This is an optimization exercise on Yosys and OpenROAD, whose aim is small area, a short achievable clock period and few clock cycles per item, not a production implementation.
At most, simulation tests tie the RTL to the original design; equivalence was not proved.

Setup of north:
// mandel_iter_pipe
module mandel_iter_pipe #(
    parameter int WIDTH  = 16,
    parameter int FRAC   = 13,
    parameter int ITER_W = 8,
    parameter int STAGES = 4
) (
    input  logic              Clk,
    input  logic              Reset,
    input  logic              in_valid,
    output logic              in_ready,
    input  logic [WIDTH-1:0]  in_x,
    input  logic [WIDTH-1:0]  in_y,
    input  logic [WIDTH-1:0]  in_c1,
    input  logic [WIDTH-1:0]  in_c2,
    input  logic [ITER_W-1:0] in_div,
    input  logic              in_done,
    input  logic [ITER_W-1:0] max_iter,
    output logic              out_valid,
    input  logic              out_ready,
    output logic [WIDTH-1:0]  out_x,
    output logic [WIDTH-1:0]  out_y,
    output logic [WIDTH-1:0]  out_c1,
    output logic [WIDTH-1:0]  out_c2,
    output logic [ITER_W-1:0] out_div,
    output logic              out_done
);
    logic        v_q   [STAGES+1];
    logic [15:0] ox_q  [STAGES+1];    
    logic [15:0] oy_q  [STAGES+1];
    logic [7:0]  od_q  [STAGES+1];
    logic [15:0] nx_q  [STAGES+1];    
    logic [15:0] ny_q  [STAGES+1];
    logic        up_q  [STAGES+1];    
    logic [15:0] c1_q  [STAGES+1];
    logic [15:0] c2_q  [STAGES+1];
    logic        dn_q  [STAGES+1];
    logic [15:0] x_e   [STAGES+1];    
    logic [15:0] y_e   [STAGES+1];
    logic [7:0]  d_e   [STAGES+1];
    logic        en;
    assign en       = out_ready | ~out_valid;
    assign in_ready = en;
    always_ff @(posedge Clk or posedge Reset) begin
        if (Reset) begin
            v_q[0] <= 1'b0;
  ...
For scale: about 7200 cells after synthesis, about 160 I/O pins.
Settings: LEC_CHECK=0, CAP_MARGIN=20, CORE_MARGIN=2, CORE_UTILIZATION=40, SLEW_MARGIN=20; clock period 14.0 ns.
standard.sh (not shown) runs the stock make flow with config.mk's settings and CLKGATE_MAP_FILE= SYNTH_SCRIPT=/design/flow/synth_recipe.tcl, a recipe that flattens the netlist after the stock synthesis.
==> flow/flow/run.sh <==
#!/bin/bash
set -euo pipefail
MARGIN=${MARGIN:-6.5}
R=orfs/results/sky130hd/mandel_iter_pipe/base
bash standard.sh SETUP_SLACK_MARGIN=$MARGIN synth > standard_synth.log 2>&1
python3 flow/polarity.py $R/1_2_yosys.v $R/1_2_yosys_pol.v "$FLOW_HOME/platforms/sky130hd/lib/sky130_fd_sc_hd__tt_025C_1v80.lib" > polarity.log 2>&1
mv $R/1_2_yosys_pol.v $R/1_2_yosys.v
rm -f $R/1_synth.odb $R/1_synth.sdc
bash standard.sh SETUP_SLACK_MARGIN=$MARGIN finish > standard_make.log 2>&1
Other scripts of this flow, unchanged in this note and not shown: flow/flow/polarity.py
> inputs changed (north -> west)
diff --git a/flow/flow/run.sh b/flow/flow/run.sh
--- a/flow/flow/run.sh
+++ b/flow/flow/run.sh
@@ -1,5 +1,5 @@
 #!/bin/bash
 set -euo pipefail
-MARGIN=${MARGIN:-6.5}
+MARGIN=${MARGIN:-7}
 R=orfs/results/sky130hd/mandel_iter_pipe/base
 bash standard.sh SETUP_SLACK_MARGIN=$MARGIN synth > standard_synth.log 2>&1
==> comparison <==
Result for north and west: all clean. Per the comparison of west with north, maximum number of pins on one net before global-route repair higher, count of plain and timing-repair buffers saw an increase, area growth from synthesis to layout increased by 4.4 points relative to the old numbers, endpoint arrival time on the critical path saw a decrease. Measured against each other, north and west differ in met3 layer wire length in the routed design, the higher figure coming from west. Depth of the critical timing path with buffers and inverters included in west is 2 above north. Compared with north, in west count of vias placed by the detailed router shows an increase of 1216; layout sequential cell count shows no meaningful change; share of post-route cells with drive strength above 1 shows an increase of 4.5 points.
No run of this note included a check of the RTL's function; only the layout flow was run.

========
Another version of the RTL of mandel_iter_pipe (not shown whole).
For scale: ~8,500 cells after synthesis, ~160 I/O pins.
Design mandel_iter_pipe, start of the top module:
module mandel_iter_pipe #(
    parameter int WIDTH  = 16,
    parameter int FRAC   = 13,
    parameter int ITER_W = 8,
    parameter int STAGES = 4
) (
    input  logic              Clk,
    input  logic              Reset,
    input  logic              in_valid,
    output logic              in_ready,
    input  logic [WIDTH-1:0]  in_x,
    input  logic [WIDTH-1:0]  in_y,
    input  logic [WIDTH-1:0]  in_c1,
    input  logic [WIDTH-1:0]  in_c2,
    input  logic [ITER_W-1:0] in_div,
    input  logic              in_done,
    input  logic [ITER_W-1:0] max_iter,
    output logic              out_valid,
    input  logic              out_ready,
    output logic [WIDTH-1:0]  out_x,
    output logic [WIDTH-1:0]  out_y,
    output logic [WIDTH-1:0]  out_c1,
    output logic [WIDTH-1:0]  out_c2,
    output logic [ITER_W-1:0] out_div,
    output logic              out_done
);
    localparam int PW = 4 * WIDTH + ITER_W + 1;    
    logic          v_q [STAGES+1];
    logic [PW-1:0] b_q [STAGES+1];
    logic          en;
    assign en       = out_ready | ~out_valid;
    assign in_ready = en;
    always_ff @(posedge Clk or posedge Reset) begin
        if (Reset) begin
            v_q[0] <= 1'b0;
        end else if (en) begin
            v_q[0] <= in_valid;
        end
    end
    always_ff @(posedge Clk) begin
        if (en) begin
            b_q[0] <= {in_x, in_y, in_c1, in_c2, in_div, in_done};
        end
    end
    genvar s;
    generate
        for (s = 0; s < STAGES; s++) begin : g_iter
            logic [15:0] nx, ny;
            logic [7:0]  ndiv;
            logic        ndone;
            mandel_step u_step (
                .px(b_q[s][PW-1 -: 16]), .py(b_q[s][PW-17 -: 16]),
                .pc1(b_q[s][PW-33 -: 16]), .pc2(b_q[s][PW-49 -: 16]),
                .pdiv(b_q[s][8:1]), .pdone(b_q[s][0]), .cap(max_iter),
                .rx(nx), .ry(ny), .rdiv(ndiv), .rdone(ndone)
            );
            always_ff @(posedge Clk or posedge Reset) begin
                if (Reset) begin
                    v_q[s+1] <= 1'b0;
                end else if (en) begin
                    v_q[s+1] <= v_q[s];
                end
            end
            always_ff @(posedge Clk) begin
                if (en) begin
                    b_q[s+1] <= {nx, ny, b_q[s][PW-33 -: 32], ndiv, ndone};
                end
            end
        end
  ...
export LEC_CHECK = 0
export CAP_MARGIN = 20
export CORE_MARGIN = 2
export CORE_UTILIZATION = 40
export SLEW_MARGIN = 20
create_clock -name core_clock -period 14.0 [get_ports {Clk}]
==> flow/flow/run.sh <==
#!/bin/bash
set -euo pipefail
MARGIN=${MARGIN:-7}
bash standard.sh SETUP_SLACK_MARGIN=$MARGIN finish > standard_make.log 2>&1
Testbench counts at the start, summed over its fixed seeds: cycles 3,240, items 3,200.
Next try:
==> flow/run.sh (new file) <==
#!/bin/bash
# synth_recipe.tcl (not shown) runs the flow's synth.tcl, then flattens the netlist and writes it again
# the make line also repeats each setting of config.mk as NAME=value (left out here)
make -C /OpenROAD-flow-scripts/flow DESIGN_CONFIG=/design/flow/config.mk WORK_HOME=/design/flow/orfs CLKGATE_MAP_FILE= SYNTH_SCRIPT=/design/flow/synth_recipe.tcl finish
removed: flow/flow/run.sh
removed: flow/standard.sh
What happened: Area after synthesis does not change. Via count came out lower by about 6%. Worst hold slack degrades by 0.018 ns. Die area does not change. Register-to-register slack is worse by 1.9 ns. Clock skew rises by 0.018 ns.

afterwards: timing with drivers on the ports:
Ports are ideal in the flow. The routed layouts listed here were re-timed in OpenROAD. Step 1, drivers: a clkbuf_16 drives Clk and a buf_2 each remaining input, both assumed. Step 2 moves the port delays by t, midway between the first and last clock arrival at a register: inputs arrive t later, outputs are due t later. That takes back most of the time a late clock gives input paths. Slacks: ideal / step 1 / step 2; pairs: ideal / step 1.
| run | shift t [ns] | setup slack, ns | slew at the worst register clock pin (ns) |
|---|---|---|---|
| north | 0.756 | 6.529 / 6.529 / 6.529 | 0.07 / 0.07 |
| west | 0.762 | 6.554 / 6.554 / 6.554 | 0.07 / 0.07 |
| the first run of note 2 | 0.747 | 6.716 / 6.716 / 6.716 | 0.07 / 0.07 |
| the second run of note 2 | 0.747 | 4.800 / 4.800 / 4.800 | 0.07 / 0.07 |
After both steps every run listed still meets setup and hold.
